Background: an optimization exercise with open tools, aiming at small area and a short achievable clock period. Do not read the settings as production practice. RTL that was checked went through simulation tests only; none was proved equivalent to the original. The RTL of run 2 was laid out without a check of its function. Power and IR drop assume default switching activity.

==> flow/design.v, too long to show whole: its modules and the start of the top module <==
// module g_aoi21: 3 lines
// module g_inv: 3 lines
// module g_nand2: 3 lines
// module g_nor2: 3 lines
// module g_oai21: 3 lines
// module g_xnor2: 3 lines
// module g_xor2: 3 lines
// module doubling_adder_top: 1455 lines
module doubling_adder_top (
  input  logic                  clk,
  input  logic                  arst_n,
  input  logic                  in_valid,
  input  logic [64-1:0] a,
  input  logic [64-1:0] b,
  input  logic                  cin,
  output logic [64:0]   sum,
  output logic                  out_valid
);
  // ...
==> flow/flow/run.sh <==
#!/bin/bash
# Layout flow: the standard flow (standard.sh, unchanged synthesis) with the
# port buffers of buffer_ports set to the smallest buffer, which repair_timing
# then sizes up where timing needs it. Every port still gets its own buffer.
set -euo pipefail
bash standard.sh finish BUFFER_PORTS_ARGS="-buffer_cell sky130_fd_sc_hd__buf_1" > standard_flow.log 2>&1
==> flow/standard.sh <==
#!/bin/bash
# synth_recipe.tcl (not shown) runs the flow's synth.tcl, then flattens the netlist and writes it again
# the make line also repeats each setting of config.mk as NAME=value (left out here)
make -C /OpenROAD-flow-scripts/flow DESIGN_CONFIG=/design/flow/config.mk WORK_HOME=/design/flow/orfs CLKGATE_MAP_FILE= SYNTH_SCRIPT=/design/flow/synth_recipe.tcl "${@:-finish}"
==> flow/config.mk <==
export PLATFORM = sky130hd
export DESIGN_NAME = doubling_adder_top
export DESIGN_NICKNAME = doubling_adder_top
export VERILOG_FILES = /design/flow/design.v
export SDC_FILE = /design/flow/constraint.sdc
export NUM_CORES = 4
export LEC_CHECK = 0
export CAP_MARGIN = 20
export CORE_MARGIN = 2
export CORE_UTILIZATION = 50
export HOLD_SLACK_MARGIN = 0.05
export SETUP_SLACK_MARGIN = 1.6
export SLEW_MARGIN = 20
export SYNTH_HIERARCHICAL = 1
export SYNTH_MINIMUM_KEEP_SIZE = 0
==> flow/constraint.sdc <==
create_clock -name core_clock -period 3.2 [get_ports {clk}]
set_input_delay 0.6400 -clock core_clock [delete_from_list [all_inputs] [get_ports {clk}]]
set_output_delay 0.6400 -clock core_clock [all_outputs]
set_load 0.01 [all_outputs]
==> impl_metrics.csv, run 1 <==
group,metric,value,unit
outcome,status,"complete, no violations",
final_layout,fin_util,64.4,%
critical_path,critPathCapture,"sum[31]",
route,wl_per_cell,13.2,um
yosys,synth_edf_count,0,
yosys,yosys.area.top_type,"dfrtp_1",
critical_path,critPathBufInv,0,
final_layout,layout.non_clock_buffers,232,
final_layout,final_common_cell,"nor2_1",
route,drt_iter0_markers,315,
critical_path,slowest_delay,0.53,ns
sta,fin_setup_tns,0,ns
clocking,clock-sinks,138,
final_layout,seq_cells,138,
final_layout,area_growth,26.7,%
critical_path,startpoint,"s_q[22]",
critical_path,worstPathRequired,3.54,ns
critical_path,arrival,1.97,ns
critical_path,worst-path-stages,4,
critical_path,cp_common_cell,"or4_4",
clocking,clock_path_buffers,2,
pwr,power_frac_seq,39.2,%
global_routing,antenna_found_initial,0,
final_layout,largest_register,"sum",
final_layout,largest_class,"multi-input gates",
clocking,clkTransAtPathRegs,0.06,ns
yosys,async_flop_share,48.6,%
sta,worst_slack,1.57,ns
global_routing,grt_pass1_vias,7049,
floorplanning,die_w,133,um
global_routing,use_met2,38.8,%
floorplanning,pin_count,198,
yosys,synth.cells.most_frequent,"nor2_1, nand2_1, o21ai_1",
yosys,synth_xor_area_share,16.1,%
yosys,netlist_top_cells_area,"dfrtp_1, dfxtp_1, xor2_1",
yosys,synth_cell_type_count,36,
route,drt_wl_total,20.1,mm
final_layout,multi_input_area,0.00523,mm2
pwr,intPower,4210,uW
critical_path,reg2reg_setup_slack,1.57,ns
pwr,pg_comb,1760,uW
route,drt-vias-per-instance,5.04,
job,cap_violations,0,
final_layout,drive_gt1_share,20.9,%
pwr,p_leak,0.00427,uW
==> run 2: changes to the inputs <==
--- a/flow/design.v
+++ b/flow/design.v
@@ -41,16 +41,19 @@
 endpackage
 `timescale 1ns/1ps
 module g_aoi21 (input logic a1, input logic a2, input logic b1, output logic y);
   assign y = ~((a1 & a2) | b1);
 endmodule
 module g_inv (input logic a, output logic y);
   assign y = ~a;
 endmodule
+module g_mux2 (input logic s, input logic a1, input logic a0, output logic y);
+  assign y = s ? a1 : a0;
+endmodule
 module g_nand2 (input logic a, input logic b, output logic y);
   assign y = ~(a & b);
 endmodule
 module g_nor2 (input logic a, input logic b, output logic y);
   assign y = ~(a | b);
 endmodule
 module g_oai21 (input logic a1, input logic a2, input logic b1, output logic y);
   assign y = ~((a1 | a2) & b1);
@@ -72,16 +75,17 @@
   output logic [64:0]   sum,
   output logic                  out_valid
 );
   localparam int NS = 4;
   logic [64-1:0] s_d, s_q;   
   logic [NS-1:0]         g_d, g_q;   
   logic [NS-1:0]         p_d, p_q;   
   logic [64:0]   sum_d;
+  logic [64:0]   sum_n;       
   logic                  valid_q;
   logic n1;
   logic n2;
   logic n3;
   logic n4;
   logic n5;
   logic n6;
   logic n7;
@@ -732,16 +736,303 @@
   logic n652;
   logic n653;
   logic n654;
   logic n655;
   logic n656;
   logic n657;
   logic n658;
   logic n659;
+  logic n660;
+  logic n661;
+  logic n662;
+  logic n663;
+  logic n664;
+  logic n665;
+  logic n666;
+  logic n667;
+  logic n668;
+  logic n669;
+  logic n670;
+  logic n671;
+  logic n672;
+  logic n673;
+  logic n674;
+  logic n675;
+  logic n676;
+  logic n677;
+  logic n678;
+  logic n679;
+  logic n680;
+  logic n681;
+  logic n682;
+  logic n683;
+  logic n684;
+  logic n685;
+  logic n686;
+  logic n687;
+  logic n688;
+  logic n689;
+  logic n690;
+  logic n691;
+  logic n692;
+  logic n693;
+  logic n694;
+  logic n695;
+  logic n696;
+  logic n697;
+  logic n698;
+  logic n699;
+  logic n700;
+  logic n701;
+  logic n702;
+  logic n703;
+  logic n704;
+  logic n705;
+  logic n706;
+  logic n707;
+  logic n708;
+  logic n709;
+  logic n710;
+  logic n711;
+  logic n712;
+  logic n713;
+  logic n714;
+  logic n715;
+  logic n716;
+  logic n717;
+  logic n718;
+  logic n719;
+  logic n720;
+  logic n721;
+  logic n722;
+  logic n723;
+  logic n724;
+  logic n725;
+  logic n726;
+  logic n727;
+  logic n728;
+  logic n729;
+  logic n730;
+  logic n731;
+  logic n732;
+  logic n733;
+  logic n734;
+  logic n735;
+  logic n736;
+  logic n737;
+  logic n738;
+  logic n739;
+  logic n740;
+  logic n741;
+  logic n742;
+  logic n743;
+  logic n744;
+  logic n745;
+  logic n746;
+  logic n747;
+  logic n748;
+  logic n749;
+  logic n750;
+  logic n751;
+  logic n752;
+  logic n753;
+  logic n754;
+  logic n755;
+  logic n756;
+  logic n757;
+  logic n758;
+  logic n759;
+  logic n760;
+  logic n761;
+  logic n762;
+  logic n763;
+  logic n764;
+  logic n765;
+  logic n766;
+  logic n767;
+  logic n768;
+  logic n769;
+  logic n770;
+  logic n771;
+  logic n772;
+  logic n773;
+  logic n774;
+  logic n775;
+  logic n776;
+  logic n777;
+  logic n778;
+  logic n779;
+  logic n780;
+  logic n781;
+  logic n782;
+  logic n783;
+  logic n784;
+  logic n785;
+  logic n786;
+  logic n787;
+  logic n788;
+  logic n789;
+  logic n790;
+  logic n791;
+  logic n792;
+  logic n793;
+  logic n794;
+  logic n795;
+  logic n796;
+  logic n797;
+  logic n798;
+  logic n799;
+  logic n800;
+  logic n801;
+  logic n802;
+  logic n803;
+  logic n804;
+  logic n805;
+  logic n806;
+  logic n807;
+  logic n808;
+  logic n809;
+  logic n810;
+  logic n811;
+  logic n812;
+  logic n813;
+  logic n814;
+  logic n815;
+  logic n816;
+  logic n817;
+  logic n818;
+  logic n819;
+  logic n820;
+  logic n821;
+  logic n822;
+  logic n823;
+  logic n824;
+  logic n825;
+  logic n826;
+  logic n827;
+  logic n828;
+  logic n829;
+  logic n830;
+  logic n831;
+  logic n832;
+  logic n833;
+  logic n834;
+  logic n835;
+  logic n836;
+  logic n837;
+  logic n838;
+  logic n839;
+  logic n840;
+  logic n841;
+  logic n842;
+  logic n843;
+  logic n844;
+  logic n845;
+  logic n846;
+  logic n847;
+  logic n848;
+  logic n849;
+  logic n850;
+  logic n851;
+  logic n852;
+  logic n853;
+  logic n854;
+  logic n855;
+  logic n856;
+  logic n857;
+  logic n858;
+  logic n859;
+  logic n860;
+  logic n861;
+  logic n862;
+  logic n863;
+  logic n864;
+  logic n865;
+  logic n866;
+  logic n867;
+  logic n868;
+  logic n869;
+  logic n870;
+  logic n871;
+  logic n872;
+  logic n873;
+  logic n874;
+  logic n875;
+  logic n876;
+  logic n877;
+  logic n878;
+  logic n879;
+  logic n880;
+  logic n881;
+  logic n882;
+  logic n883;
+  logic n884;
+  logic n885;
+  logic n886;
+  logic n887;
+  logic n888;
+  logic n889;
+  logic n890;
+  logic n891;
+  logic n892;
+  logic n893;
+  logic n894;
+  logic n895;
+  logic n896;
+  logic n897;
+  logic n898;
+  logic n899;
+  logic n900;
+  logic n901;
+  logic n902;
+  logic n903;
+  logic n904;
+  logic n905;
+  logic n906;
+  logic n907;
+  logic n908;
+  logic n909;
+  logic n910;
+  logic n911;
+  logic n912;
+  logic n913;
+  logic n914;
+  logic n915;
+  logic n916;
+  logic n917;
+  logic n918;
+  logic n919;
+  logic n920;
+  logic n921;
+  logic n922;
+  logic n923;
+  logic n924;
+  logic n925;
+  logic n926;
+  logic n927;
+  logic n928;
+  logic n929;
+  logic n930;
+  logic n931;
+  logic n932;
+  logic n933;
+  logic n934;
+  logic n935;
+  logic n936;
+  logic n937;
+  logic n938;
+  logic n939;
+  logic n940;
+  logic n941;
+  logic n942;
+  logic n943;
+  logic n944;
+  logic n945;
+  logic n946;
   g_xor2 u1 (.a(a[0]), .b(b[0]), .y(n1));
   g_inv u2 (.a(cin), .y(n2));
   g_nor2 u3 (.a(a[0]), .b(b[0]), .y(n3));
   g_nand2 u4 (.a(a[0]), .b(b[0]), .y(n4));
   g_oai21 u5 (.a1(n3), .a2(n2), .b1(n4), .y(n5));
   g_xor2 u6 (.a(a[1]), .b(b[1]), .y(n6));
   g_nand2 u7 (.a(a[1]), .b(b[1]), .y(n7));
   g_nor2 u8 (.a(a[1]), .b(b[1]), .y(n8));
@@ -1463,57 +1754,442 @@
   assign s_d[61] = n640;
   assign s_d[62] = n641;
   assign s_d[63] = n642;
   g_inv u658 (.a(n627), .y(n658));
   assign g_d[3] = n658;
   g_inv u659 (.a(n657), .y(n659));
   assign p_d[3] = n659;
   assign p_d[0] = 1'b0;
+  g_aoi21 u660 (.a1(p_q[1]), .a2(g_q[0]), .b1(g_q[1]), .y(n660));
+  g_inv u661 (.a(p_q[2]), .y(n661));
+  g_inv u662 (.a(g_q[2]), .y(n662));
+  g_oai21 u663 (.a1(n661), .a2(n660), .b1(n662), .y(n663));
+  g_aoi21 u664 (.a1(p_q[3]), .a2(n663), .b1(g_q[3]), .y(n664));
+  g_inv u665 (.a(n664), .y(n665));
+  g_inv u666 (.a(g_q[0]), .y(n666));
+  g_nand2 u667 (.a(s_q[17]), .b(s_q[16]), .y(n667));
+  g_nand2 u668 (.a(s_q[19]), .b(s_q[18]), .y(n668));
+  g_nand2 u669 (.a(s_q[21]), .b(s_q[20]), .y(n669));
+  g_nand2 u670 (.a(s_q[23]), .b(s_q[22]), .y(n670));
+  g_nand2 u671 (.a(s_q[25]), .b(s_q[24]), .y(n671));
+  g_nand2 u672 (.a(s_q[27]), .b(s_q[26]), .y(n672));
+  g_nand2 u673 (.a(s_q[29]), .b(s_q[28]), .y(n673));
+  g_inv u674 (.a(n667), .y(n674));
+  g_nand2 u675 (.a(s_q[18]), .b(n674), .y(n675));
+  g_nor2 u676 (.a(n668), .b(n667), .y(n676));
+  g_inv u677 (.a(n669), .y(n677));
+  g_nand2 u678 (.a(s_q[22]), .b(n677), .y(n678));
+  g_nor2 u679 (.a(n670), .b(n669), .y(n679));
+  g_inv u680 (.a(n671), .y(n680));
+  g_nand2 u681 (.a(s_q[26]), .b(n680), .y(n681));
+  g_nor2 u682 (.a(n672), .b(n671), .y(n682));
+  g_inv u683 (.a(n673), .y(n683));
+  g_nand2 u684 (.a(s_q[30]), .b(n683), .y(n684));
+  g_nand2 u685 (.a(s_q[20]), .b(n676), .y(n685));
+  g_inv u686 (.a(n676), .y(n686));
+  g_nor2 u687 (.a(n669), .b(n686), .y(n687));
+  g_inv u688 (.a(n676), .y(n688));
+  g_nor2 u689 (.a(n678), .b(n688), .y(n689));
+  g_nand2 u690 (.a(n679), .b(n676), .y(n690));
+  g_nand2 u691 (.a(s_q[28]), .b(n682), .y(n691));
+  g_inv u692 (.a(n682), .y(n692));
+  g_nor2 u693 (.a(n673), .b(n692), .y(n693));
+  g_inv u694 (.a(n682), .y(n694));
+  g_nor2 u695 (.a(n684), .b(n694), .y(n695));
+  g_inv u696 (.a(n690), .y(n696));
+  g_nand2 u697 (.a(s_q[24]), .b(n696), .y(n697));
+  g_nor2 u698 (.a(n671), .b(n690), .y(n698));
+  g_nor2 u699 (.a(n681), .b(n690), .y(n699));
+  g_inv u700 (.a(n690), .y(n700));
+  g_nand2 u701 (.a(n682), .b(n700), .y(n701));
+  g_nor2 u702 (.a(n691), .b(n690), .y(n702));
+  g_inv u703 (.a(n690), .y(n703));
+  g_nand2 u704 (.a(n693), .b(n703), .y(n704));
+  g_inv u705 (.a(n690), .y(n705));
+  g_nand2 u706 (.a(n695), .b(n705), .y(n706));
+  g_xor2 u707 (.a(s_q[16]), .b(g_q[0]), .y(n707));
+  g_nand2 u708 (.a(g_q[0]), .b(s_q[16]), .y(n708));
+  g_xnor2 u709 (.a(s_q[17]), .b(n708), .y(n709));
+  g_nor2 u710 (.a(n666), .b(n667), .y(n710));
+  g_xor2 u711 (.a(s_q[18]), .b(n710), .y(n711));
+  g_nor2 u712 (.a(n666), .b(n675), .y(n712));
+  g_xor2 u713 (.a(s_q[19]), .b(n712), .y(n713));
+  g_nand2 u714 (.a(g_q[0]), .b(n676), .y(n714));
+  g_xnor2 u715 (.a(s_q[20]), .b(n714), .y(n715));
+  g_nor2 u716 (.a(n666), .b(n685), .y(n716));
+  g_xor2 u717 (.a(s_q[21]), .b(n716), .y(n717));
+  g_nand2 u718 (.a(g_q[0]), .b(n687), .y(n718));
+  g_xnor2 u719 (.a(s_q[22]), .b(n718), .y(n719));
+  g_nand2 u720 (.a(g_q[0]), .b(n689), .y(n720));
+  g_xnor2 u721 (.a(s_q[23]), .b(n720), .y(n721));
+  g_nor2 u722 (.a(n666), .b(n690), .y(n722));
+  g_xor2 u723 (.a(s_q[24]), .b(n722), .y(n723));
+  g_nor2 u724 (.a(n666), .b(n697), .y(n724));
+  g_xor2 u725 (.a(s_q[25]), .b(n724), .y(n725));
+  g_nand2 u726 (.a(g_q[0]), .b(n698), .y(n726));
+  g_xnor2 u727 (.a(s_q[26]), .b(n726), .y(n727));
+  g_nand2 u728 (.a(g_q[0]), .b(n699), .y(n728));
+  g_xnor2 u729 (.a(s_q[27]), .b(n728), .y(n729));
+  g_nor2 u730 (.a(n666), .b(n701), .y(n730));
+  g_xor2 u731 (.a(s_q[28]), .b(n730), .y(n731));
+  g_nand2 u732 (.a(g_q[0]), .b(n702), .y(n732));
+  g_xnor2 u733 (.a(s_q[29]), .b(n732), .y(n733));
+  g_nor2 u734 (.a(n666), .b(n704), .y(n734));
+  g_xor2 u735 (.a(s_q[30]), .b(n734), .y(n735));
+  g_nor2 u736 (.a(n666), .b(n706), .y(n736));
+  g_xor2 u737 (.a(s_q[31]), .b(n736), .y(n737));
+  g_inv u738 (.a(n660), .y(n738));
+  g_nand2 u739 (.a(s_q[33]), .b(s_q[32]), .y(n739));
+  g_nand2 u740 (.a(s_q[35]), .b(s_q[34]), .y(n740));
+  g_nand2 u741 (.a(s_q[37]), .b(s_q[36]), .y(n741));
+  g_nand2 u742 (.a(s_q[39]), .b(s_q[38]), .y(n742));
+  g_nand2 u743 (.a(s_q[41]), .b(s_q[40]), .y(n743));
+  g_nand2 u744 (.a(s_q[43]), .b(s_q[42]), .y(n744));
+  g_nand2 u745 (.a(s_q[45]), .b(s_q[44]), .y(n745));
+  g_inv u746 (.a(n739), .y(n746));
+  g_nand2 u747 (.a(s_q[34]), .b(n746), .y(n747));
+  g_nor2 u748 (.a(n740), .b(n739), .y(n748));
+  g_inv u749 (.a(n741), .y(n749));
+  g_nand2 u750 (.a(s_q[38]), .b(n749), .y(n750));
+  g_nor2 u751 (.a(n742), .b(n741), .y(n751));
+  g_inv u752 (.a(n743), .y(n752));
+  g_nand2 u753 (.a(s_q[42]), .b(n752), .y(n753));
+  g_nor2 u754 (.a(n744), .b(n743), .y(n754));
+  g_inv u755 (.a(n745), .y(n755));
+  g_nand2 u756 (.a(s_q[46]), .b(n755), .y(n756));
+  g_nand2 u757 (.a(s_q[36]), .b(n748), .y(n757));
+  g_inv u758 (.a(n748), .y(n758));
+  g_nor2 u759 (.a(n741), .b(n758), .y(n759));
+  g_inv u760 (.a(n748), .y(n760));
+  g_nor2 u761 (.a(n750), .b(n760), .y(n761));
+  g_nand2 u762 (.a(n751), .b(n748), .y(n762));
+  g_nand2 u763 (.a(s_q[44]), .b(n754), .y(n763));
+  g_inv u764 (.a(n754), .y(n764));
+  g_nor2 u765 (.a(n745), .b(n764), .y(n765));
+  g_inv u766 (.a(n754), .y(n766));
+  g_nor2 u767 (.a(n756), .b(n766), .y(n767));
+  g_inv u768 (.a(n762), .y(n768));
+  g_nand2 u769 (.a(s_q[40]), .b(n768), .y(n769));
+  g_nor2 u770 (.a(n743), .b(n762), .y(n770));
+  g_nor2 u771 (.a(n753), .b(n762), .y(n771));
+  g_inv u772 (.a(n762), .y(n772));
+  g_nand2 u773 (.a(n754), .b(n772), .y(n773));
+  g_nor2 u774 (.a(n763), .b(n762), .y(n774));
+  g_inv u775 (.a(n762), .y(n775));
+  g_nand2 u776 (.a(n765), .b(n775), .y(n776));
+  g_inv u777 (.a(n762), .y(n777));
+  g_nand2 u778 (.a(n767), .b(n777), .y(n778));
+  g_xnor2 u779 (.a(s_q[32]), .b(n660), .y(n779));
+  g_nand2 u780 (.a(n738), .b(s_q[32]), .y(n780));
+  g_xnor2 u781 (.a(s_q[33]), .b(n780), .y(n781));
+  g_nor2 u782 (.a(n660), .b(n739), .y(n782));
+  g_xor2 u783 (.a(s_q[34]), .b(n782), .y(n783));
+  g_nor2 u784 (.a(n660), .b(n747), .y(n784));
+  g_xor2 u785 (.a(s_q[35]), .b(n784), .y(n785));
+  g_nand2 u786 (.a(n738), .b(n748), .y(n786));
+  g_xnor2 u787 (.a(s_q[36]), .b(n786), .y(n787));
+  g_nor2 u788 (.a(n660), .b(n757), .y(n788));
+  g_xor2 u789 (.a(s_q[37]), .b(n788), .y(n789));
+  g_nand2 u790 (.a(n738), .b(n759), .y(n790));
+  g_xnor2 u791 (.a(s_q[38]), .b(n790), .y(n791));
+  g_nand2 u792 (.a(n738), .b(n761), .y(n792));
+  g_xnor2 u793 (.a(s_q[39]), .b(n792), .y(n793));
+  g_nor2 u794 (.a(n660), .b(n762), .y(n794));
+  g_xor2 u795 (.a(s_q[40]), .b(n794), .y(n795));
+  g_nor2 u796 (.a(n660), .b(n769), .y(n796));
+  g_xor2 u797 (.a(s_q[41]), .b(n796), .y(n797));
+  g_nand2 u798 (.a(n738), .b(n770), .y(n798));
+  g_xnor2 u799 (.a(s_q[42]), .b(n798), .y(n799));
+  g_nand2 u800 (.a(n738), .b(n771), .y(n800));
+  g_xnor2 u801 (.a(s_q[43]), .b(n800), .y(n801));
+  g_nor2 u802 (.a(n660), .b(n773), .y(n802));
+  g_xor2 u803 (.a(s_q[44]), .b(n802), .y(n803));
+  g_nand2 u804 (.a(n738), .b(n774), .y(n804));
+  g_xnor2 u805 (.a(s_q[45]), .b(n804), .y(n805));
+  g_nor2 u806 (.a(n660), .b(n776), .y(n806));
+  g_xor2 u807 (.a(s_q[46]), .b(n806), .y(n807));
+  g_nor2 u808 (.a(n660), .b(n778), .y(n808));
+  g_xor2 u809 (.a(s_q[47]), .b(n808), .y(n809));
+  g_inv u810 (.a(n663), .y(n810));
+  g_nand2 u811 (.a(s_q[49]), .b(s_q[48]), .y(n811));
+  g_nand2 u812 (.a(s_q[51]), .b(s_q[50]), .y(n812));
+  g_nand2 u813 (.a(s_q[53]), .b(s_q[52]), .y(n813));
+  g_nand2 u814 (.a(s_q[55]), .b(s_q[54]), .y(n814));
+  g_nand2 u815 (.a(s_q[57]), .b(s_q[56]), .y(n815));
+  g_nand2 u816 (.a(s_q[59]), .b(s_q[58]), .y(n816));
+  g_nand2 u817 (.a(s_q[61]), .b(s_q[60]), .y(n817));
+  g_inv u818 (.a(n811), .y(n818));
+  g_nand2 u819 (.a(s_q[50]), .b(n818), .y(n819));
+  g_nor2 u820 (.a(n812), .b(n811), .y(n820));
+  g_inv u821 (.a(n813), .y(n821));
+  g_nand2 u822 (.a(s_q[54]), .b(n821), .y(n822));
+  g_nor2 u823 (.a(n814), .b(n813), .y(n823));
+  g_inv u824 (.a(n815), .y(n824));
+  g_nand2 u825 (.a(s_q[58]), .b(n824), .y(n825));
+  g_nor2 u826 (.a(n816), .b(n815), .y(n826));
+  g_inv u827 (.a(n817), .y(n827));
+  g_nand2 u828 (.a(s_q[62]), .b(n827), .y(n828));
+  g_nand2 u829 (.a(s_q[52]), .b(n820), .y(n829));
+  g_inv u830 (.a(n820), .y(n830));
+  g_nor2 u831 (.a(n813), .b(n830), .y(n831));
+  g_inv u832 (.a(n820), .y(n832));
+  g_nor2 u833 (.a(n822), .b(n832), .y(n833));
+  g_nand2 u834 (.a(n823), .b(n820), .y(n834));
+  g_nand2 u835 (.a(s_q[60]), .b(n826), .y(n835));
+  g_inv u836 (.a(n826), .y(n836));
+  g_nor2 u837 (.a(n817), .b(n836), .y(n837));
+  g_inv u838 (.a(n826), .y(n838));
+  g_nor2 u839 (.a(n828), .b(n838), .y(n839));
+  g_inv u840 (.a(n834), .y(n840));
+  g_nand2 u841 (.a(s_q[56]), .b(n840), .y(n841));
+  g_nor2 u842 (.a(n815), .b(n834), .y(n842));
+  g_nor2 u843 (.a(n825), .b(n834), .y(n843));
+  g_inv u844 (.a(n834), .y(n844));
+  g_nand2 u845 (.a(n826), .b(n844), .y(n845));
+  g_nor2 u846 (.a(n835), .b(n834), .y(n846));
+  g_inv u847 (.a(n834), .y(n847));
+  g_nand2 u848 (.a(n837), .b(n847), .y(n848));
+  g_inv u849 (.a(n834), .y(n849));
+  g_nand2 u850 (.a(n839), .b(n849), .y(n850));
+  g_xor2 u851 (.a(s_q[48]), .b(n663), .y(n851));
+  g_nand2 u852 (.a(n663), .b(s_q[48]), .y(n852));
+  g_xnor2 u853 (.a(s_q[49]), .b(n852), .y(n853));
+  g_nor2 u854 (.a(n810), .b(n811), .y(n854));
+  g_xor2 u855 (.a(s_q[50]), .b(n854), .y(n855));
+  g_nor2 u856 (.a(n810), .b(n819), .y(n856));
+  g_xor2 u857 (.a(s_q[51]), .b(n856), .y(n857));
+  g_nand2 u858 (.a(n663), .b(n820), .y(n858));
+  g_xnor2 u859 (.a(s_q[52]), .b(n858), .y(n859));
+  g_nor2 u860 (.a(n810), .b(n829), .y(n860));
+  g_xor2 u861 (.a(s_q[53]), .b(n860), .y(n861));
+  g_nand2 u862 (.a(n663), .b(n831), .y(n862));
+  g_xnor2 u863 (.a(s_q[54]), .b(n862), .y(n863));
+  g_nand2 u864 (.a(n663), .b(n833), .y(n864));
+  g_xnor2 u865 (.a(s_q[55]), .b(n864), .y(n865));
+  g_nor2 u866 (.a(n810), .b(n834), .y(n866));
+  g_xor2 u867 (.a(s_q[56]), .b(n866), .y(n867));
+  g_nor2 u868 (.a(n810), .b(n841), .y(n868));
+  g_xor2 u869 (.a(s_q[57]), .b(n868), .y(n869));
+  g_nand2 u870 (.a(n663), .b(n842), .y(n870));
+  g_xnor2 u871 (.a(s_q[58]), .b(n870), .y(n871));
+  g_nand2 u872 (.a(n663), .b(n843), .y(n872));
+  g_xnor2 u873 (.a(s_q[59]), .b(n872), .y(n873));
+  g_nor2 u874 (.a(n810), .b(n845), .y(n874));
+  g_xor2 u875 (.a(s_q[60]), .b(n874), .y(n875));
+  g_nand2 u876 (.a(n663), .b(n846), .y(n876));
+  g_xnor2 u877 (.a(s_q[61]), .b(n876), .y(n877));
+  g_nor2 u878 (.a(n810), .b(n848), .y(n878));
+  g_xor2 u879 (.a(s_q[62]), .b(n878), .y(n879));
+  g_nor2 u880 (.a(n810), .b(n850), .y(n880));
+  g_xor2 u881 (.a(s_q[63]), .b(n880), .y(n881));
+  g_mux2 u882 (.s(valid_q), .a1(sum_d[0]), .a0(sum[0]), .y(n882));
+  g_mux2 u883 (.s(valid_q), .a1(sum_d[1]), .a0(sum[1]), .y(n883));
+  g_mux2 u884 (.s(valid_q), .a1(sum_d[2]), .a0(sum[2]), .y(n884));
+  g_mux2 u885 (.s(valid_q), .a1(sum_d[3]), .a0(sum[3]), .y(n885));
+  g_mux2 u886 (.s(valid_q), .a1(sum_d[4]), .a0(sum[4]), .y(n886));
+  g_mux2 u887 (.s(valid_q), .a1(sum_d[5]), .a0(sum[5]), .y(n887));
+  g_mux2 u888 (.s(valid_q), .a1(sum_d[6]), .a0(sum[6]), .y(n888));
+  g_mux2 u889 (.s(valid_q), .a1(sum_d[7]), .a0(sum[7]), .y(n889));
+  g_mux2 u890 (.s(valid_q), .a1(sum_d[8]), .a0(sum[8]), .y(n890));
+  g_mux2 u891 (.s(valid_q), .a1(sum_d[9]), .a0(sum[9]), .y(n891));
+  g_mux2 u892 (.s(valid_q), .a1(sum_d[10]), .a0(sum[10]), .y(n892));
+  g_mux2 u893 (.s(valid_q), .a1(sum_d[11]), .a0(sum[11]), .y(n893));
+  g_mux2 u894 (.s(valid_q), .a1(sum_d[12]), .a0(sum[12]), .y(n894));
+  g_mux2 u895 (.s(valid_q), .a1(sum_d[13]), .a0(sum[13]), .y(n895));
+  g_mux2 u896 (.s(valid_q), .a1(sum_d[14]), .a0(sum[14]), .y(n896));
+  g_mux2 u897 (.s(valid_q), .a1(sum_d[15]), .a0(sum[15]), .y(n897));
+  g_mux2 u898 (.s(valid_q), .a1(sum_d[16]), .a0(sum[16]), .y(n898));
+  g_mux2 u899 (.s(valid_q), .a1(sum_d[17]), .a0(sum[17]), .y(n899));
+  g_mux2 u900 (.s(valid_q), .a1(sum_d[18]), .a0(sum[18]), .y(n900));
+  g_mux2 u901 (.s(valid_q), .a1(sum_d[19]), .a0(sum[19]), .y(n901));
+  g_mux2 u902 (.s(valid_q), .a1(sum_d[20]), .a0(sum[20]), .y(n902));
+  g_mux2 u903 (.s(valid_q), .a1(sum_d[21]), .a0(sum[21]), .y(n903));
+  g_mux2 u904 (.s(valid_q), .a1(sum_d[22]), .a0(sum[22]), .y(n904));
+  g_mux2 u905 (.s(valid_q), .a1(sum_d[23]), .a0(sum[23]), .y(n905));
+  g_mux2 u906 (.s(valid_q), .a1(sum_d[24]), .a0(sum[24]), .y(n906));
+  g_mux2 u907 (.s(valid_q), .a1(sum_d[25]), .a0(sum[25]), .y(n907));
+  g_mux2 u908 (.s(valid_q), .a1(sum_d[26]), .a0(sum[26]), .y(n908));
+  g_mux2 u909 (.s(valid_q), .a1(sum_d[27]), .a0(sum[27]), .y(n909));
+  g_mux2 u910 (.s(valid_q), .a1(sum_d[28]), .a0(sum[28]), .y(n910));
+  g_mux2 u911 (.s(valid_q), .a1(sum_d[29]), .a0(sum[29]), .y(n911));
+  g_mux2 u912 (.s(valid_q), .a1(sum_d[30]), .a0(sum[30]), .y(n912));
+  g_mux2 u913 (.s(valid_q), .a1(sum_d[31]), .a0(sum[31]), .y(n913));
+  g_mux2 u914 (.s(valid_q), .a1(sum_d[32]), .a0(sum[32]), .y(n914));
+  g_mux2 u915 (.s(valid_q), .a1(sum_d[33]), .a0(sum[33]), .y(n915));
+  g_mux2 u916 (.s(valid_q), .a1(sum_d[34]), .a0(sum[34]), .y(n916));
+  g_mux2 u917 (.s(valid_q), .a1(sum_d[35]), .a0(sum[35]), .y(n917));
+  g_mux2 u918 (.s(valid_q), .a1(sum_d[36]), .a0(sum[36]), .y(n918));
+  g_mux2 u919 (.s(valid_q), .a1(sum_d[37]), .a0(sum[37]), .y(n919));
+  g_mux2 u920 (.s(valid_q), .a1(sum_d[38]), .a0(sum[38]), .y(n920));
+  g_mux2 u921 (.s(valid_q), .a1(sum_d[39]), .a0(sum[39]), .y(n921));
+  g_mux2 u922 (.s(valid_q), .a1(sum_d[40]), .a0(sum[40]), .y(n922));
+  g_mux2 u923 (.s(valid_q), .a1(sum_d[41]), .a0(sum[41]), .y(n923));
+  g_mux2 u924 (.s(valid_q), .a1(sum_d[42]), .a0(sum[42]), .y(n924));
+  g_mux2 u925 (.s(valid_q), .a1(sum_d[43]), .a0(sum[43]), .y(n925));
+  g_mux2 u926 (.s(valid_q), .a1(sum_d[44]), .a0(sum[44]), .y(n926));
+  g_mux2 u927 (.s(valid_q), .a1(sum_d[45]), .a0(sum[45]), .y(n927));
+  g_mux2 u928 (.s(valid_q), .a1(sum_d[46]), .a0(sum[46]), .y(n928));
+  g_mux2 u929 (.s(valid_q), .a1(sum_d[47]), .a0(sum[47]), .y(n929));
+  g_mux2 u930 (.s(valid_q), .a1(sum_d[48]), .a0(sum[48]), .y(n930));
+  g_mux2 u931 (.s(valid_q), .a1(sum_d[49]), .a0(sum[49]), .y(n931));
+  g_mux2 u932 (.s(valid_q), .a1(sum_d[50]), .a0(sum[50]), .y(n932));
+  g_mux2 u933 (.s(valid_q), .a1(sum_d[51]), .a0(sum[51]), .y(n933));
+  g_mux2 u934 (.s(valid_q), .a1(sum_d[52]), .a0(sum[52]), .y(n934));
+  g_mux2 u935 (.s(valid_q), .a1(sum_d[53]), .a0(sum[53]), .y(n935));
+  g_mux2 u936 (.s(valid_q), .a1(sum_d[54]), .a0(sum[54]), .y(n936));
+  g_mux2 u937 (.s(valid_q), .a1(sum_d[55]), .a0(sum[55]), .y(n937));
+  g_mux2 u938 (.s(valid_q), .a1(sum_d[56]), .a0(sum[56]), .y(n938));
+  g_mux2 u939 (.s(valid_q), .a1(sum_d[57]), .a0(sum[57]), .y(n939));
+  g_mux2 u940 (.s(valid_q), .a1(sum_d[58]), .a0(sum[58]), .y(n940));
+  g_mux2 u941 (.s(valid_q), .a1(sum_d[59]), .a0(sum[59]), .y(n941));
+  g_mux2 u942 (.s(valid_q), .a1(sum_d[60]), .a0(sum[60]), .y(n942));
+  g_mux2 u943 (.s(valid_q), .a1(sum_d[61]), .a0(sum[61]), .y(n943));
+  g_mux2 u944 (.s(valid_q), .a1(sum_d[62]), .a0(sum[62]), .y(n944));
+  g_mux2 u945 (.s(valid_q), .a1(sum_d[63]), .a0(sum[63]), .y(n945));
+  g_mux2 u946 (.s(valid_q), .a1(sum_d[64]), .a0(sum[64]), .y(n946));
   always_ff @(posedge clk) begin
     s_q <= s_d;
     g_q <= g_d;
     p_q <= p_d;
   end
-  logic [NS:0] c;
-  always_comb begin
-    c[0] = 1'b0;
-    for (int j = 0; j < NS; j++) begin
-      c[j+1] = g_q[j] | (p_q[j] & c[j]);
-    end
-  end
-  assign sum_d[15:0] = s_q[15:0];
-  for (genvar i = 16; i <= 31; i++) begin : g_seg1
-    if (i == 16) begin : g_lsb
-      assign sum_d[i] = s_q[i] ^ c[1];
-    end else begin : g_inc
-      assign sum_d[i] = s_q[i] ^ (c[1] & (&s_q[i-1:16]));
-    end
-  end
-  for (genvar i = 32; i <= 47; i++) begin : g_seg2
-    if (i == 32) begin : g_lsb
-      assign sum_d[i] = s_q[i] ^ c[2];
-    end else begin : g_inc
-      assign sum_d[i] = s_q[i] ^ (c[2] & (&s_q[i-1:32]));
-    end
-  end
-  for (genvar i = 48; i <= 63; i++) begin : g_seg3
-    if (i == 48) begin : g_lsb
-      assign sum_d[i] = s_q[i] ^ c[3];
-    end else begin : g_inc
-      assign sum_d[i] = s_q[i] ^ (c[3] & (&s_q[i-1:48]));
-    end
-  end
-  assign sum_d[64] = c[NS];
+  assign sum_d[64] = n665;
+  assign sum_d[0] = s_q[0];
+  assign sum_d[1] = s_q[1];
+  assign sum_d[2] = s_q[2];
+  assign sum_d[3] = s_q[3];
+  assign sum_d[4] = s_q[4];
+  assign sum_d[5] = s_q[5];
+  assign sum_d[6] = s_q[6];
+  assign sum_d[7] = s_q[7];
+  assign sum_d[8] = s_q[8];
+  assign sum_d[9] = s_q[9];
+  assign sum_d[10] = s_q[10];
+  assign sum_d[11] = s_q[11];
+  assign sum_d[12] = s_q[12];
+  assign sum_d[13] = s_q[13];
+  assign sum_d[14] = s_q[14];
+  assign sum_d[15] = s_q[15];
+  assign sum_d[16] = n707;
+  assign sum_d[17] = n709;
+  assign sum_d[18] = n711;
+  assign sum_d[19] = n713;
+  assign sum_d[20] = n715;
+  assign sum_d[21] = n717;
+  assign sum_d[22] = n719;
+  assign sum_d[23] = n721;
+  assign sum_d[24] = n723;
+  assign sum_d[25] = n725;
+  assign sum_d[26] = n727;
+  assign sum_d[27] = n729;
+  assign sum_d[28] = n731;
+  assign sum_d[29] = n733;
+  assign sum_d[30] = n735;
+  assign sum_d[31] = n737;
+  assign sum_d[32] = n779;
+  assign sum_d[33] = n781;
+  assign sum_d[34] = n783;
+  assign sum_d[35] = n785;
+  assign sum_d[36] = n787;
+  assign sum_d[37] = n789;
+  assign sum_d[38] = n791;
+  assign sum_d[39] = n793;
+  assign sum_d[40] = n795;
+  assign sum_d[41] = n797;
+  assign sum_d[42] = n799;
+  assign sum_d[43] = n801;
+  assign sum_d[44] = n803;
+  assign sum_d[45] = n805;
+  assign sum_d[46] = n807;
+  assign sum_d[47] = n809;
+  assign sum_d[48] = n851;
+  assign sum_d[49] = n853;
+  assign sum_d[50] = n855;
+  assign sum_d[51] = n857;
+  assign sum_d[52] = n859;
+  assign sum_d[53] = n861;
+  assign sum_d[54] = n863;
+  assign sum_d[55] = n865;
+  assign sum_d[56] = n867;
+  assign sum_d[57] = n869;
+  assign sum_d[58] = n871;
+  assign sum_d[59] = n873;
+  assign sum_d[60] = n875;
+  assign sum_d[61] = n877;
+  assign sum_d[62] = n879;
+  assign sum_d[63] = n881;
+  assign sum_n[0] = n882;
+  assign sum_n[1] = n883;
+  assign sum_n[2] = n884;
+  assign sum_n[3] = n885;
+  assign sum_n[4] = n886;
+  assign sum_n[5] = n887;
+  assign sum_n[6] = n888;
+  assign sum_n[7] = n889;
+  assign sum_n[8] = n890;
+  assign sum_n[9] = n891;
+  assign sum_n[10] = n892;
+  assign sum_n[11] = n893;
+  assign sum_n[12] = n894;
+  assign sum_n[13] = n895;
+  assign sum_n[14] = n896;
+  assign sum_n[15] = n897;
+  assign sum_n[16] = n898;
+  assign sum_n[17] = n899;
+  assign sum_n[18] = n900;
+  assign sum_n[19] = n901;
+  assign sum_n[20] = n902;
+  assign sum_n[21] = n903;
+  assign sum_n[22] = n904;
+  assign sum_n[23] = n905;
+  assign sum_n[24] = n906;
+  assign sum_n[25] = n907;
+  assign sum_n[26] = n908;
+  assign sum_n[27] = n909;
+  assign sum_n[28] = n910;
+  assign sum_n[29] = n911;
+  assign sum_n[30] = n912;
+  assign sum_n[31] = n913;
+  assign sum_n[32] = n914;
+  assign sum_n[33] = n915;
+  assign sum_n[34] = n916;
+  assign sum_n[35] = n917;
+  assign sum_n[36] = n918;
+  assign sum_n[37] = n919;
+  assign sum_n[38] = n920;
+  assign sum_n[39] = n921;
+  assign sum_n[40] = n922;
+  assign sum_n[41] = n923;
+  assign sum_n[42] = n924;
+  assign sum_n[43] = n925;
+  assign sum_n[44] = n926;
+  assign sum_n[45] = n927;
+  assign sum_n[46] = n928;
+  assign sum_n[47] = n929;
+  assign sum_n[48] = n930;
+  assign sum_n[49] = n931;
+  assign sum_n[50] = n932;
+  assign sum_n[51] = n933;
+  assign sum_n[52] = n934;
+  assign sum_n[53] = n935;
+  assign sum_n[54] = n936;
+  assign sum_n[55] = n937;
+  assign sum_n[56] = n938;
+  assign sum_n[57] = n939;
+  assign sum_n[58] = n940;
+  assign sum_n[59] = n941;
+  assign sum_n[60] = n942;
+  assign sum_n[61] = n943;
+  assign sum_n[62] = n944;
+  assign sum_n[63] = n945;
+  assign sum_n[64] = n946;
   always_ff @(posedge clk or negedge arst_n) begin
     if (!arst_n) begin
       valid_q   <= 1'b0;
       out_valid <= 1'b0;
       sum       <= '0;
     end else begin
       valid_q   <= in_valid;
       out_valid <= valid_q;
-      if (valid_q) begin
-        sum <= sum_d;   
-      end
+      sum       <= sum_n;   
     end
   end
 endmodule
==> impl_metrics.csv, run 2 <==
group,metric,value,unit
yosys,yosysSeqAreaShare,35.1,%
placed_design,gp_congestion,0.892,
pwr,total_power,6660,uW
critical_path,start_kind,"flip-flop",
global_routing,track_usage,22.0,%
yosys,synth_area_per_cell,8.15,um2
critical_path,critPathTopFamily,"flip-flops",
yosys,synth_edf_count,0,
yosys,yosysMostFrequentCell,"nor2_1",
pwr,clockPowerShare,30.4,%
critical_path,startpoint,"sum[34]",
critical_path,arrival,0.97,ns
sta,grt_setup_unrepaired,"true",
sta,max_slew.worst_pin.slew,0.642,ns
sta,finalHoldViolations,0,
pwr,p_comb_share,32.5,%
route,vias,7495,
global_routing,antenna_found_initial,0,
final_layout,layout_common_cells,"nor2_1, nand2_1, buf_1, xor2_1, o21ai_1",
pwr,swShare,30.4,%
critical_path,worstPathRequired,2.56,ns
final_layout,drive_gt1_share,22.8,%
clocking,clock-sinks,138,
yosys,synth_cell_type_count,10,
final_layout,fillerInstances,1549,
global_routing,grt_remaining_overflow,0,
job,cap_violations,0,
route,drt_wl_total,20.4,mm
yosys,async_flop_share,48.6,%
pwr,p_per_area,597,mW/mm2
clocking,cts_tree,"yes",
global_routing,grt_first_pass_wirelength,32.5,mm
final_layout,area_growth,26.2,%
critical_path,critPathBufInv,1,
clocking,clkTransAtPathRegs,0.06,ns
floorplanning,core-area,0.0173,mm2
final_layout,multi_input_area,0.00563,mm2
critical_path,worst-path-stages,1,
floorplanning,die_w,137,um
pwr,p_leak,0.00507,uW
critical_path,crit_type,"flip-flop to output port",
sta,final_max_slew_viol_count,0,
final_layout,fin_util,64.5,%
yosys,synth.cells.most_frequent,"nor2_1, nand2_1, xor2_1",
outcome,status,"complete, no violations",
pwr,power_frac_seq,37.0,%
sta,fin_setup_tns,0,ns
sta,fmax,623,MHz
floorplanning,die_area,0.0187,mm2
final_layout,top_regs,"sum (65), s_q (64), g_q (4)",
critical_path,crit_slowest_cell,"dfrtp_1",
route,drt-vias-per-instance,4.75,
worst_hold_path,hp-class,"input port to asynchronous set/reset pin",
yosys,ys_warn_count,7,
floorplanning,start_util,51.1,%
pwr,power.net_switching,2020,uW
sta,clock_skew,0.00733,ns
sta,timing.final.crit_share,50.2,%
yosys,ys_ff_latch,138,
yosys,synthCells,1084,
sta,setup_viol,0,
final_layout,largest_reg_flops,65,
sta,worst_slack,1.59,ns
route,drc,0,
floorplanning,floorplan.die.height,137,um
yosys,yosys.area.top_type,"dfrtp_1",
critical_path,critPathCapture,"sum[34]",
critical_path,rr_worst_depth,6,
critical_path,reg2reg_setup_slack,1.69,ns
pwr,irDropWorstVdd,0.000442,V
route,wl_per_cell,12.9,um
placed_design,dp_hpwl,16.4,mm
final_layout,antenna_cells,0,
clocking,insertion_delay,0.41,ns
floorplanning,core.rowCount,48,
yosys,netlist.area_leader.share,19.0,%
placed_design,io_buffers,197,
sta,slew_headroom,57.2,%
clocking,cts_buffers,17,
yosys,synth_ff_type,"dfxtp_1",
pwr,intPower,4630,uW
route,drtPass1Iterations,5,
critical_path,end_kind,"output port",
final_layout,final_common_cell,"nor2_1",
final_layout,largest_register,"sum",
floorplanning,pin_count,198,
route,drt_iter0_markers,317,
final_layout,final_nets,1471,
placed_design,dp_slack,1.20,ns
critical_path,crit_path_cell_trace,"buf_6",
clocking,clock-root-buffer,"clkbuf_16",
global_routing,grt_pass1_vias,7064,
route,ant_nets,0,
critical_path,rr_startpoint,"g_q[0]",
global_routing,grt_max_degree,46,
yosys,netlist_top_cells_area,"dfrtp_1, dfxtp_1, xor2_1",
yosys,syn_area,0.00883,mm2
critical_path,critPathMaxFanout,2,
clocking,clock_path_buffers,2,
final_layout,seqCellArea,0.00311,mm2
clocking,cts_htree_levels,4,
yosys,synth_nets,1216,
critical_path,r2r-end,"sum[59]",
critical_path,slowest_delay,0.41,ns
sta,fin_crit,1.61,ns
## run 2: power by group through the flow
stage | Clock [uW] | Sequential [uW] | Combinational, uW
floorplan | 0 | 2550 | 1170
global placement | 0 | 2480 | 1810
detailed placement | 0 | 2490 | 1830
CTS | 2070 | 2460 | 2010
global route | 2140 | 2510 | 2380
finish | 2030 | 2460 | 2170
## run 2: worst min-delay path by stage
stage | cells after the start | to | slack, ns
finish | 1 | sum[9] | 0.27
global route | 1 | sum[1] | 0.33
CTS | 1 | sum[9] | 0.29
detailed placement | 1 | sum[14] | 0.45
global placement | 1 | sum[1] | 0.44
floorplan | 0 | out_valid | 0.34
## run 2: Yosys stat by module, one instance, submodules excluded
module / cells inside / times used
g_nand2: 1 / 202
g_nor2: 1 / 236
g_oai21: 1 / 110
doubling_adder_top: 138 / 1
g_aoi21: 1 / 90
g_xnor2: 1 / 61
g_mux2: 1 / 65
g_inv: 1 / 70
g_xor2: 1 / 112
## run 2: metal layers
layer	GRT usage, %	routed length, um	vias up
met5	0	0	-
met4	7.39	326	0
met3	4.37	913	23
met2	37.2	9580	143
met1	27.9	9600	3310
li1	-	-	4019
## run 2: repair_timing
item                                    in CTS  in global routing
gates resized for setup                     55                 57
pin swaps                                    2                  3
buffers inserted                            15                 21
hold buffers                                 0                  0
endpoints found under the setup margin      67                 88
cloned                                       0                  0
## run 2: final cells by class
class	count	share of cell area, %
Multi-Input combinational cell	876	50.4
Inverter	70	2.36
Clock inverter	5	0.707
Sequential cell	138	27.9
Tap cell	225	2.52
Clock buffer	27	4.97
Timing Repair Buffer	236	11.1
## run 2: kinds of logic after synthesis
kind of cell | Yosys count | synth area share [%]
and+or+nand+nor | 438 | 18.6
AOI/OAI and AO/OA | 200 | 15.2
muxes | 65 | 11.0
DFF | 138 | 35.1
xor gates and xnor gates | 173 | 17.2
buffers and inverters | 70 | 2.97
## run 2: metrics by stage
stage	instances	hold slack, ns	instance area (um2)
after CTS	1556	0.286	10800
final	1577	0.268	11200
after global placement	1509	0.443	9960
after floorplan	1084	0.344	8900
after detailed placement	1509	0.448	9960
after global routing	1577	0.326	11200

port drivers added, routing unchanged:
The results above use ideal ports. As a check the final layouts listed here were re-extracted and re-timed, cells and wires unchanged.
Step 1 sets driving cells, clkbuf_16 on the clock port and buf_2 on the other inputs (assumed; they add their load-dependent delay and slew).
Step 2 times the ports against the registers' clock, not the clock port: input delays grow and output delays shrink by t, the midpoint of the rising clock arrivals with the driver on.
Slacks: ideal / step 1 / step 2; pairs: ideal / step 1.
run	t, ns	slack for setup (ns)	worst register clock-pin slew, ns	cell pins on the clock port's net
run 1	0.458	1.571 / 1.558 / 1.231	0.06 / 0.06	1
run 2	0.452	1.594 / 1.552 / 1.231	0.06 / 0.06	1
After both steps every run listed still meets setup and hold. The setup slack of run 2, which loses most, moves by -0.042 ns with the drivers and by -0.363 ns with both steps.
